This is an optimization exercise on Yosys and OpenROAD, whose aim is small area, not a production implementation. In this exercise RTL edits were held to simulation tests only and were not proved equivalent to the original. Power and IR drop assume default switching activity.

==> flow/design.v <==
module reg_bank_rw #(
  parameter int                 DATA_W   = 32,
  parameter logic [DATA_W-1:0]  SP_RESET = DATA_W'(227),
  parameter logic [DATA_W-1:0]  RA_RESET = DATA_W'(0)
) (
  input  logic              clk,
  input  logic              reset,
  input  logic              RegWrite,
  input  logic [4:0]        WriteReg,
  input  logic [DATA_W-1:0] WriteData,
  input  logic [4:0]        ReadReg1,
  input  logic [4:0]        ReadReg2,
  input  logic              LoadAB,
  output logic [DATA_W-1:0] ReadData1,
  output logic [DATA_W-1:0] ReadData2,
  output logic [DATA_W-1:0] A_out,
  output logic [DATA_W-1:0] B_out,
  output logic              UninitRead
);
  localparam logic [31:0] TRACKED = 32'h5FFF_FFFE;
  logic [31:1][DATA_W-1:0] regs_r;
  logic [31:1][DATA_W-1:0] regs_n;
  logic [31:1]             unwr_r;      
  logic [31:1]             unwr_n;
  logic [DATA_W-1:0]       a_r, a_n;
  logic [DATA_W-1:0]       b_r, b_n;
  logic                    uninit_r;
  logic                    uninit_n;
  logic [31:1]             wr_s;        
  logic [31:1]             hold_s;      
  logic [31:1]             sel1_s;      
  logic [31:1]             sel2_s;
  logic                    byp1_s;      
  logic                    byp2_s;
  logic                    ld_s;        
  logic                    keep_s;      
  logic                    un1_s;       
  logic                    un2_s;
  rb_wdec u_wdec (.reset(reset), .RegWrite(RegWrite), .WriteReg(WriteReg),
                  .wr(wr_s), .hold(hold_s));
  rb_rdec u_rdec1 (.RegWrite(RegWrite), .WriteReg(WriteReg), .ReadReg(ReadReg1),
                   .sel(sel1_s), .byp(byp1_s));
  rb_rdec u_rdec2 (.RegWrite(RegWrite), .WriteReg(WriteReg), .ReadReg(ReadReg2),
                   .sel(sel2_s), .byp(byp2_s));
  rb_lddec u_lddec (.reset(reset), .LoadAB(LoadAB), .ld(ld_s), .keep(keep_s));
  for (genvar i = 1; i < 32; i++) begin : g_word
    for (genvar j = 0; j < DATA_W; j++) begin : g_bit
      localparam logic RV = (i == 29) ? SP_RESET[j] : ((i == 31) ? RA_RESET[j] : 1'b0);
      if (RV) begin : g_one
        rb_a221o u_n (.a1(wr_s[i]), .a2(WriteData[j]), .b1(hold_s[i]), .b2(regs_r[i][j]),
                      .c1(reset), .x(regs_n[i][j]));
      end else begin : g_z
        rb_a22o u_n (.a1(wr_s[i]), .a2(WriteData[j]), .b1(hold_s[i]), .b2(regs_r[i][j]),
                     .x(regs_n[i][j]));
      end
    end
    if (TRACKED[i]) begin : g_trk
      rb_a21o u_un (.a1(hold_s[i]), .a2(unwr_r[i]), .b1(reset), .x(unwr_n[i]));
    end else begin : g_const
      assign unwr_n[i] = 1'b0;
    end
  end
  rb_rport u_rp1 (.sel(sel1_s), .byp(byp1_s), .wd(WriteData), .q(regs_r), .rd(ReadData1));
  rb_rport u_rp2 (.sel(sel2_s), .byp(byp2_s), .wd(WriteData), .q(regs_r), .rd(ReadData2));
  rb_unsel u_un1 (.sel(sel1_s), .unwr(unwr_r), .un(un1_s));
  rb_unsel u_un2 (.sel(sel2_s), .unwr(unwr_r), .un(un2_s));
  for (genvar j = 0; j < DATA_W; j++) begin : g_ab
    rb_a22o u_a (.a1(ld_s), .a2(ReadData1[j]), .b1(keep_s), .b2(a_r[j]), .x(a_n[j]));
    rb_a22o u_b (.a1(ld_s), .a2(ReadData2[j]), .b1(keep_s), .b2(b_r[j]), .x(b_n[j]));
  end
  rb_flag u_flag (.reset(reset), .ld(ld_s), .un1(un1_s), .un2(un2_s), .q(uninit_r),
                  .d(uninit_n));
  always_ff @(posedge clk) begin
    regs_r   <= regs_n;
    a_r      <= a_n;
    b_r      <= b_n;
    uninit_r <= uninit_n;
  end
  for (genvar i = 1; i < 32; i++) begin : g_unwr
    if (TRACKED[i]) begin : g_ff
      always_ff @(posedge clk) unwr_r[i] <= unwr_n[i];
    end else begin : g_c
      assign unwr_r[i] = 1'b0;
    end
  end
  assign A_out      = a_r;
  assign B_out      = b_r;
  assign UninitRead = uninit_r;
endmodule
module rb_wdec (
  input  logic        reset,
  input  logic        RegWrite,
  input  logic [4:0]  WriteReg,
  output logic [31:1] wr,
  output logic [31:1] hold
);
  logic [3:0] lo;     
  logic [7:0] hi;     
  logic [3:0] lor;    
  logic [7:0] hir;    
  rb_wpre u_pre (.reset(reset), .en(RegWrite), .idx(WriteReg), .lo(lo), .hi(hi),
                 .lor(lor), .hir(hir));
  for (genvar i = 1; i < 32; i++) begin : g_i
    rb_and2  u_w (.a(lo[i % 4]), .b(hi[i / 4]), .x(wr[i]));
    rb_nand2 u_h (.a(lor[i % 4]), .b(hir[i / 4]), .y(hold[i]));
  end
endmodule
module rb_wpre (
  input  logic       reset,
  input  logic       en,
  input  logic [4:0] idx,
  output logic [3:0] lo,
  output logic [7:0] hi,
  output logic [3:0] lor,
  output logic [7:0] hir
);
  always_comb begin
    for (int k = 0; k < 4; k++) begin
      lo[k]  = (idx[1:0] == 2'(k));
      lor[k] = (idx[1:0] == 2'(k)) || reset;
    end
    for (int k = 0; k < 8; k++) begin
      hi[k]  = en && !reset && (idx[4:2] == 3'(k));
      hir[k] = (en && (idx[4:2] == 3'(k))) || reset;
    end
  end
endmodule
module rb_rdec (
  input  logic        RegWrite,
  input  logic [4:0]  WriteReg,
  input  logic [4:0]  ReadReg,
  output logic [31:1] sel,
  output logic        byp
);
  logic [3:0] lo;
  logic [7:0] hi;
  rb_byp u_byp (.RegWrite(RegWrite), .WriteReg(WriteReg), .ReadReg(ReadReg), .byp(byp));
  rb_rpre u_pre (.byp(byp), .idx(ReadReg), .lo(lo), .hi(hi));
  for (genvar i = 1; i < 32; i++) begin : g_i
    rb_and2 u_s (.a(lo[i % 4]), .b(hi[i / 4]), .x(sel[i]));
  end
endmodule
module rb_rpre (
  input  logic       byp,
  input  logic [4:0] idx,
  output logic [3:0] lo,
  output logic [7:0] hi
);
  always_comb begin
    for (int k = 0; k < 4; k++) lo[k] = (idx[1:0] == 2'(k));
    for (int k = 0; k < 8; k++) hi[k] = !byp && (idx[4:2] == 3'(k));
  end
endmodule
module rb_byp (
  input  logic       RegWrite,
  input  logic [4:0] WriteReg,
  input  logic [4:0] ReadReg,
  output logic       byp
);
  assign byp = RegWrite && (WriteReg != 5'd0) && (WriteReg == ReadReg);
endmodule
module rb_lddec (
  input  logic reset,
  input  logic LoadAB,
  output logic ld,
  output logic keep
);
  assign ld   = LoadAB && !reset;
  assign keep = !LoadAB && !reset;
endmodule
module rb_flag (
  input  logic reset,
  input  logic ld,
  input  logic un1,
  input  logic un2,
  input  logic q,
  output logic d
);
  assign d = !reset && (q || (ld && (un1 || un2)));
endmodule
module rb_rport (
  input  logic [31:1]       sel,
  input  logic              byp,
  input  logic [31:0]       wd,
  input  logic [31:1][31:0] q,
  output logic [31:0]       rd
);
  for (genvar j = 0; j < 32; j++) begin : g_bit
    logic [10:0] g;
    logic [2:0]  n;
    for (genvar k = 0; k < 10; k++) begin : g_k
      rb_a222oi u_g (.a1(sel[3*k+1]), .a2(q[3*k+1][j]), .b1(sel[3*k+2]), .b2(q[3*k+2][j]),
                     .c1(sel[3*k+3]), .c2(q[3*k+3][j]), .y(g[k]));
    end
    rb_nand4 u_n0 (.a(g[0]), .b(g[1]), .c(g[2]), .d(g[3]), .y(n[0]));
    rb_nand4 u_n1 (.a(g[4]), .b(g[5]), .c(g[6]), .d(g[7]), .y(n[1]));
    rb_a22oi u_g10 (.a1(sel[31]), .a2(q[31][j]), .b1(byp), .b2(wd[j]), .y(g[10]));
    rb_nand3 u_n2 (.a(g[8]), .b(g[9]), .c(g[10]), .y(n[2]));
    rb_or3   u_o  (.a(n[0]), .b(n[1]), .c(n[2]), .x(rd[j]));
  end
endmodule
module rb_unsel (
  input  logic [31:1] sel,
  input  logic [31:1] unwr,
  output logic        un
);
  logic [8:0] g;
  logic [1:0] n;
  for (genvar k = 0; k < 9; k++) begin : g_k
    rb_a222oi u_g (.a1(sel[3*k+1]), .a2(unwr[3*k+1]), .b1(sel[3*k+2]), .b2(unwr[3*k+2]),
                   .c1(sel[3*k+3]), .c2(unwr[3*k+3]), .y(g[k]));
  end
  rb_nand4 u_n0 (.a(g[0]), .b(g[1]), .c(g[2]), .d(g[3]), .y(n[0]));
  rb_nand4 u_n1 (.a(g[4]), .b(g[5]), .c(g[6]), .d(g[7]), .y(n[1]));
  rb_untail u_t (.n0(n[0]), .n1(n[1]), .g8(g[8]), .s28(sel[28]), .u28(unwr[28]),
                 .s30(sel[30]), .u30(unwr[30]), .un(un));
endmodule
module rb_untail (
  input  logic n0, n1, g8, s28, u28, s30, u30,
  output logic un
);
  assign un = n0 | n1 | !g8 | (s28 & u28) | (s30 & u30);
endmodule
module rb_a22o (input logic a1, a2, b1, b2, output logic x);
  assign x = (a1 & a2) | (b1 & b2);
endmodule
module rb_a221o (input logic a1, a2, b1, b2, c1, output logic x);
  assign x = (a1 & a2) | (b1 & b2) | c1;
endmodule
module rb_a21o (input logic a1, a2, b1, output logic x);
  assign x = (a1 & a2) | b1;
endmodule
module rb_a222oi (input logic a1, a2, b1, b2, c1, c2, output logic y);
  assign y = !((a1 & a2) | (b1 & b2) | (c1 & c2));
endmodule
module rb_a22oi (input logic a1, a2, b1, b2, output logic y);
  assign y = !((a1 & a2) | (b1 & b2));
endmodule
module rb_nand3 (input logic a, b, c, output logic y);
  assign y = !(a & b & c);
endmodule
module rb_nand4 (input logic a, b, c, d, output logic y);
  assign y = !(a & b & c & d);
endmodule
module rb_nand2 (input logic a, b, output logic y);
  assign y = !(a & b);
endmodule
module rb_and2 (input logic a, b, output logic x);
  assign x = a & b;
endmodule
module rb_or3 (input logic a, b, c, output logic x);
  assign x = a | b | c;
endmodule
Settings: LEC_CHECK=0, CAP_MARGIN=20, CORE_MARGIN=2, CORE_UTILIZATION=50, GPL_TIMING_DRIVEN=0, SLEW_MARGIN=20, SYNTH_HIERARCHICAL=1; clock period 8.0 ns.
standard.sh (not shown) runs the stock make flow with config.mk's settings and CLKGATE_MAP_FILE= SYNTH_SCRIPT=/design/flow/synth_recipe.tcl, a recipe that flattens the netlist after the stock synthesis.
==> flow/flow/run.sh <==
#!/bin/bash
# Own layout flow: the standard ORFS flow (standard.sh), with
#  - port buffers of the smallest buffer cell instead of buffer_ports' default pick,
#  - gates resized to their loads before global placement (flow/upsize.tcl),
#  - a clock tree of larger sink clusters and no dummy loads.
# Every step's full output goes to orfs/logs (ORFS) and to standard.log here.
set -euo pipefail
export BUFFER_PORTS_ARGS="-buffer_cell sky130_fd_sc_hd__buf_1"
export PRE_GLOBAL_PLACE_TCL="$(pwd)/flow/upsize.tcl"
export CTS_ARGS="-sink_clustering_enable -repair_clock_nets -dont_use_dummy_load -buf_list sky130_fd_sc_hd__clkbuf_16 -sink_clustering_size 24 -sink_clustering_max_diameter 80"
bash standard.sh > standard.log 2>&1
==> flow/flow/upsize.tcl <==
# Before global placement, resize gates from synthesis to suit their loads:
#  - each single-drive-strength gate that drives more than 20 pins (the register-bank word
#    selects and write/hold strobes) gets its double-strength version, so repair_design does
#    not need to buffer those nets;
#  - the double-strength AND-OR-INVERT gates that abc picks for lightly loaded read-port
#    gates go back to single strength (repair_design resizes any that turn out too weak).
set upsize_map {
  sky130_fd_sc_hd__and2_1  sky130_fd_sc_hd__and2_2
  sky130_fd_sc_hd__nand2_1 sky130_fd_sc_hd__nand2_2
  sky130_fd_sc_hd__nor2_1  sky130_fd_sc_hd__nor2_2
}
set downsize_map {
  sky130_fd_sc_hd__a22oi_2 sky130_fd_sc_hd__a22oi_1
}
set upsized 0
set downsized 0
foreach inst [[ord::get_db_block] getInsts] {
  set master [[$inst getMaster] getName]
  if { [dict exists $downsize_map $master] } {
    replace_cell [get_cells [$inst getName]] [dict get $downsize_map $master]
    incr downsized
    continue
  }
  if { ![dict exists $upsize_map $master] } { continue }
  foreach iterm [$inst getITerms] {
    if { ![$iterm isOutputSignal] } { continue }
    set net [$iterm getNet]
    if { $net == "NULL" } { continue }
    if { [llength [$net getITerms]] > 21 } {
      replace_cell [get_cells [$inst getName]] [dict get $upsize_map $master]
      incr upsized
    }
  }
}
puts "upsize.tcl: upsized $upsized high-fanout drivers, downsized $downsized gates"
The first run finished clean.
==> next run, changes <==
--- a/flow/flow/run.sh
+++ b/flow/flow/run.sh
@@ -9,3 +9,3 @@
 export PRE_GLOBAL_PLACE_TCL="$(pwd)/flow/upsize.tcl"
-export CTS_ARGS="-sink_clustering_enable -repair_clock_nets -dont_use_dummy_load -buf_list sky130_fd_sc_hd__clkbuf_16 -sink_clustering_size 24 -sink_clustering_max_diameter 80"
+export CTS_ARGS="-sink_clustering_enable -repair_clock_nets -dont_use_dummy_load -buf_list sky130_fd_sc_hd__clkbuf_8 -sink_clustering_size 16 -sink_clustering_max_diameter 60"
 bash standard.sh > standard.log 2>&1
After rerunning: The changed run went through all stages and came out clean; total power fell by 1.5%; core utilization fell by 0.13 points; synthesized cell count stays the same; worst hold slack got worse by 0.0035 ns; critical path depth stays the same; register-to-register slack barely changes; die area is unchanged; clock-buffer cell count rose by 35; sequential share of layout area rose by 0.12 points; via count rose by 0.70%; clock skew rose by 0.015 ns.

## afterwards: timing with drivers on the ports
Ports are ideal in the flow. The routed layouts listed here were re-timed in OpenROAD.
Step 1 (the two cells are an assumption about what drives the block):
set clk [get_ports {clk}]
set_driving_cell -lib_cell sky130_fd_sc_hd__clkbuf_16 $clk
set_driving_cell -lib_cell sky130_fd_sc_hd__buf_2 [delete_from_list [all_inputs] $clk]
Step 2 adds t to the input delays and takes it off the output delays; t is the mean of the earliest and latest rising clock arrival at the registers after step 1. Input paths then give back, and output paths get back, about the clock's delay inside the block.
a / b / c = no drivers / after step 1 / after step 2; a / b = the first two.
run | t, ns | setup slack, ns | worst setup path at the end
the first run | 0.711 | 0.356 / 0.229 / 0.229 | input to output
the second run | 0.835 | 0.557 / 0.467 / 0.467 | input to output
After both steps every run listed still meets setup and hold. The setup slack of the first run, which loses most, moves by -0.127 ns with the drivers and by -0.127 ns with both steps.
